Context: an optimization exercise on an open-source flow, tuned for small area, a short achievable clock period and few clock cycles per item. The choices shown serve that exercise and are no tape-out recipe.
In this exercise RTL edits were held to simulation tests only and were not proved equivalent to the original.
Power is estimated from default activity; no workload was simulated.

// conv2d_stream
module conv2d_stream #(
    parameter int DATA_W = 8,
    parameter int COEF_W = 8,
    parameter int IMG_W  = 8,
    parameter int IMG_H  = 8,
    parameter int ACC_W  = 20,
    parameter int SHIFT  = 4,
    parameter int OUT_W  = 16
) (
    input  logic              clk,
    input  logic              in_st,
    input  logic              coef_we,
    input  logic [3:0]        coef_addr,
    input  logic [COEF_W-1:0] coef_din,
    input  logic              pix_valid,
    output logic              pix_ready,
    input  logic [DATA_W-1:0] pix_din,
    output logic [OUT_W-1:0]  dout,
    output logic              out_st,
    input  logic              out_ready,
    output logic              frame_done
);
Size: about 44 I/O pins, ~32000 um^2 of cells after synthesis.
export LEC_CHECK = 0
export CAP_MARGIN = 20
export CORE_MARGIN = 2
export CORE_UTILIZATION = 60
export CTS_CLUSTER_DIAMETER = 100
export CTS_CLUSTER_SIZE = 24
export PLACE_DENSITY = 0.7
export SETUP_SLACK_MARGIN = 4.0
export SLEW_MARGIN = 20
export TNS_END_PERCENT = 30
create_clock -name core_clock -period 6.5 [get_ports {clk}]
standard.sh (not shown) runs the stock make flow with config.mk's settings and CLKGATE_MAP_FILE= SYNTH_SCRIPT=/design/flow/synth_recipe.tcl, a recipe that flattens the netlist after the stock synthesis.
==> flow/flow/run.sh <==
#!/bin/bash
# Standard ORFS layout, with one netlist step between synthesis and floorplan:
# flow/polfix.py re-chooses full-adder and AND/NAND polarities to drop inverters.
set -euo pipefail
R=orfs/results/${FLOW_PLATFORM:-sky130hd}/conv2d_stream/base
bash standard.sh synth > synth.log 2>&1
cp $R/1_2_yosys.v $R/1_2_yosys.orig.v
python3 flow/polfix.py $R/1_2_yosys.orig.v $R/1_2_yosys.pf.v > polfix.log 2>&1
cp $R/1_2_yosys.pf.v $R/1_2_yosys.v
touch $R/1_2_yosys.v
bash standard.sh finish > finish.log 2>&1
grep -c polinv_ $R/1_2_yosys.v >> polfix.log || true
Other scripts of this flow, unchanged in this note and not shown: flow/flow/polfix.py
Testbench counts at the start, summed over its fixed seeds: cycles 16,512, items 9,216.
Rerun with:
Settings changed: CORE_UTILIZATION 60 to 70, PLACE_DENSITY 0.7 to 0.8, TNS_END_PERCENT 30 to default.
Outcome:
- The new run went through all stages and came out clean
- power is higher by 1.6%
- setup slack improved by 71 ps
- wire length is higher by 3.4%
Rerun with:
Settings changed: CORE_UTILIZATION 70 to 60, GPL_ROUTABILITY_DRIVEN from default to 0, PLACE_DENSITY 0.8 to 0.7.
The changed run ran to the end with no violations.
Fmax stays flat.
Via count fell slightly.
Wire length decreases by a few percent.
Flip-flop and latch count stays the same.
Worst setup slack hardly moves.
Global-route usage is lower by 6.5 points.
Final area went up slightly.
Rerun with:
Settings changed: GPL_ROUTABILITY_DRIVEN 0 to default.
Effect: The changed run produced a clean layout; final cell count stays flat; clock-buffer cell count shrinks by 1; synthesized cell count is unchanged; synthesized area is unchanged; combinational power hardly moves; power stays flat; sequential share of layout area barely changes; critical path depth stays the same; global-route usage grows by 0.78 points.


v29:
Starting RTL as in the previous note.
// conv2d_stream
module conv2d_stream #(
    parameter int DATA_W = 8,
    parameter int COEF_W = 8,
    parameter int IMG_W  = 8,
    parameter int IMG_H  = 8,
    parameter int ACC_W  = 20,
    parameter int SHIFT  = 4,
    parameter int OUT_W  = 16
) (
    input  logic              clk,
    input  logic              in_st,
    input  logic              coef_we,
    input  logic [3:0]        coef_addr,
    input  logic [COEF_W-1:0] coef_din,
    input  logic              pix_valid,
    output logic              pix_ready,
    input  logic [DATA_W-1:0] pix_din,
    output logic [OUT_W-1:0]  dout,
    output logic              out_st,
    input  logic              out_ready,
    output logic              frame_done
);
    localparam logic [71:0] K_DEF = 72'h01_02_01_02_04_02_01_02_01;
    localparam int NQ  = 4;           
    localparam int CAP = NQ + 1;         
    localparam int NS  = 4;           
    localparam int CW  = $clog2(CAP + 1);
    localparam int QW  = (NQ > 1) ? $clog2(NQ) : 1;
    logic [2:0]   col_q, row_q;
    logic         ready_q;
    logic [CW-1:0] cnt_q, cnt_d;
    logic         accept, win, lastpix, pop;
    logic [17:0][7:0] sr_q;
    logic [8:0][7:0]  coef_q;
    logic [2:0] v_q, l_q;   
    assign pix_ready = ready_q;
    assign accept    = pix_valid && ready_q;
    assign win       = (row_q >= 3'd2) && (col_q >= 3'd2);
    assign lastpix   = (row_q == 3'd7) && (col_q == 3'd7);
    always_comb begin
        cnt_d = cnt_q;
        if (accept && win) cnt_d = cnt_d + CW'(1);
        if (pop) cnt_d = cnt_d - CW'(1);
    end
    always_ff @(posedge clk) begin
        if (in_st) begin
            col_q   <= '0;
            row_q   <= '0;
            ready_q <= 1'b1;
            cnt_q   <= '0;
  ...
clock: 6.5 ns
lec_check: 0
cap_margin: 20
core_margin: 2
core_utilization: 60
cts_cluster_diameter: 110
cts_cluster_size: 26
place_density: 0.7
setup_slack_margin: 4.0
slew_margin: 20
Scripts as last shown in full above: flow/flow/run.sh
Other scripts of this flow, unchanged in this note and not shown: flow/flow/polfix.py
v29 completed end to end with timing, DRC and antenna clean.
Testbench counts of v29, summed over its fixed seeds: cycles 16,512, items 9,216.
Input-level comparison between v54 and v29:
# v29
export LEC_CHECK = 0
export CAP_MARGIN = 20
export CORE_MARGIN = 2
export CORE_UTILIZATION = 60
export CTS_CLUSTER_DIAMETER = 110
export CTS_CLUSTER_SIZE = 26
export PLACE_DENSITY = 0.7
export SETUP_SLACK_MARGIN = 4.0
export SLEW_MARGIN = 20
create_clock -name core_clock -period 6.5 [get_ports {clk}]
# v54
export LEC_CHECK = 0
export CAP_MARGIN = 20
export CORE_MARGIN = 2
export CORE_UTILIZATION = 60
export CTS_CLUSTER_DIAMETER = 100
export CTS_CLUSTER_SIZE = 24
export PLACE_DENSITY = 0.7
export SETUP_SLACK_MARGIN = 3.8
export SLEW_MARGIN = 20
create_clock -name core_clock -period 6.5 [get_ports {clk}]
Findings:
- [compare] base=v29 new=v54: sum of internal, switching and leakage power fell by 1.4%, met3 track demand over resource went down, via count lower.
- Relative to v29, least setup slack across all paths after layout has decreased by 0.15 ns in v54.
Input-level comparison between v20 and v54:
# v54
export LEC_CHECK = 0
export CAP_MARGIN = 20
export CORE_MARGIN = 2
export CORE_UTILIZATION = 60
export CTS_CLUSTER_DIAMETER = 100
export CTS_CLUSTER_SIZE = 24
export PLACE_DENSITY = 0.7
export SETUP_SLACK_MARGIN = 3.8
export SLEW_MARGIN = 20
create_clock -name core_clock -period 6.5 [get_ports {clk}]
# v20
export LEC_CHECK = 0
export CAP_MARGIN = 20
export CORE_MARGIN = 2
export CORE_UTILIZATION = 60
export CTS_CLUSTER_DIAMETER = 100
export CTS_CLUSTER_SIZE = 24
export PLACE_DENSITY = 0.7
export SETUP_SLACK_MARGIN = 4.1
export SLEW_MARGIN = 20
create_clock -name core_clock -period 6.5 [get_ports {clk}]
### Flow results
Every run (v20 and v54) finished clean.
v54 ended up with sr_q[10] as its start point of the critical path; v20 ended up with out_ready.
Min global-route usage across v20 and v54: v54
Per the comparison of v20 with v54, time the final worst path needs with I/O delays and setup shrank by 0.14 ns; buffer share of cell area grew by 3.1 points.
Diff v20 and v54: fraction of power spent switching nets higher in v20
The core utilization of the finished layout number comes out higher for v20 vs v54.
When the final numbers for v20 and v54 were put side by side, the setup skew after layout turned out to be greater in v20.
Between v20 and v54, it is v20 whose final area is higher, by about 5.4%.
Internal power for v20 is higher than for v54.

port drivers added, routing unchanged:
How much do the figures lean on ideal ports? The routed layouts below were timed once more, with nothing changed but the port constraints.
Step 1: set_driving_cell puts a clkbuf_16 on clk and a buf_2 on each other input, an assumption about the parent block.
Step 2 also shifts input and output timing later by t, the mid clock arrival at the registers, as if the neighbouring blocks saw the same clock.
a / b / c = no drivers / after step 1 / after step 2; a / b = the first two.
run	shift t [ns]	setup slack, ns	worst setup path after step 2	latest minus earliest clock arrival (ns)	slew at the worst register clock pin (ns)
the first run of note 1	0.681	3.921 / 3.921 / 3.441	input to register	0.023 / 0.023	0.10 / 0.10
the second run of note 1	0.669	3.991 / 3.964 / 3.427	input to register	0.034 / 0.033	0.11 / 0.11
the third run of note 1	0.682	3.993 / 3.959 / 3.393	input to register	0.027 / 0.028	0.10 / 0.10
the fourth run of note 1	0.678	3.996 / 3.953 / 3.404	input to register	0.045 / 0.045	0.10 / 0.10
v29	0.684	3.990 / 3.947 / 3.403	input to register	0.052 / 0.052	0.12 / 0.12
v54	0.679	3.841 / 3.812 / 3.336	input to register	0.023 / 0.023	0.11 / 0.11
v20	0.677	3.978 / 3.955 / 3.333	input to register	0.041 / 0.041	0.11 / 0.11
After both steps every run listed still meets setup and hold. For v20, which loses most, drivers alone change the setup slack by -0.023 ns; drivers and shift together by -0.645 ns.
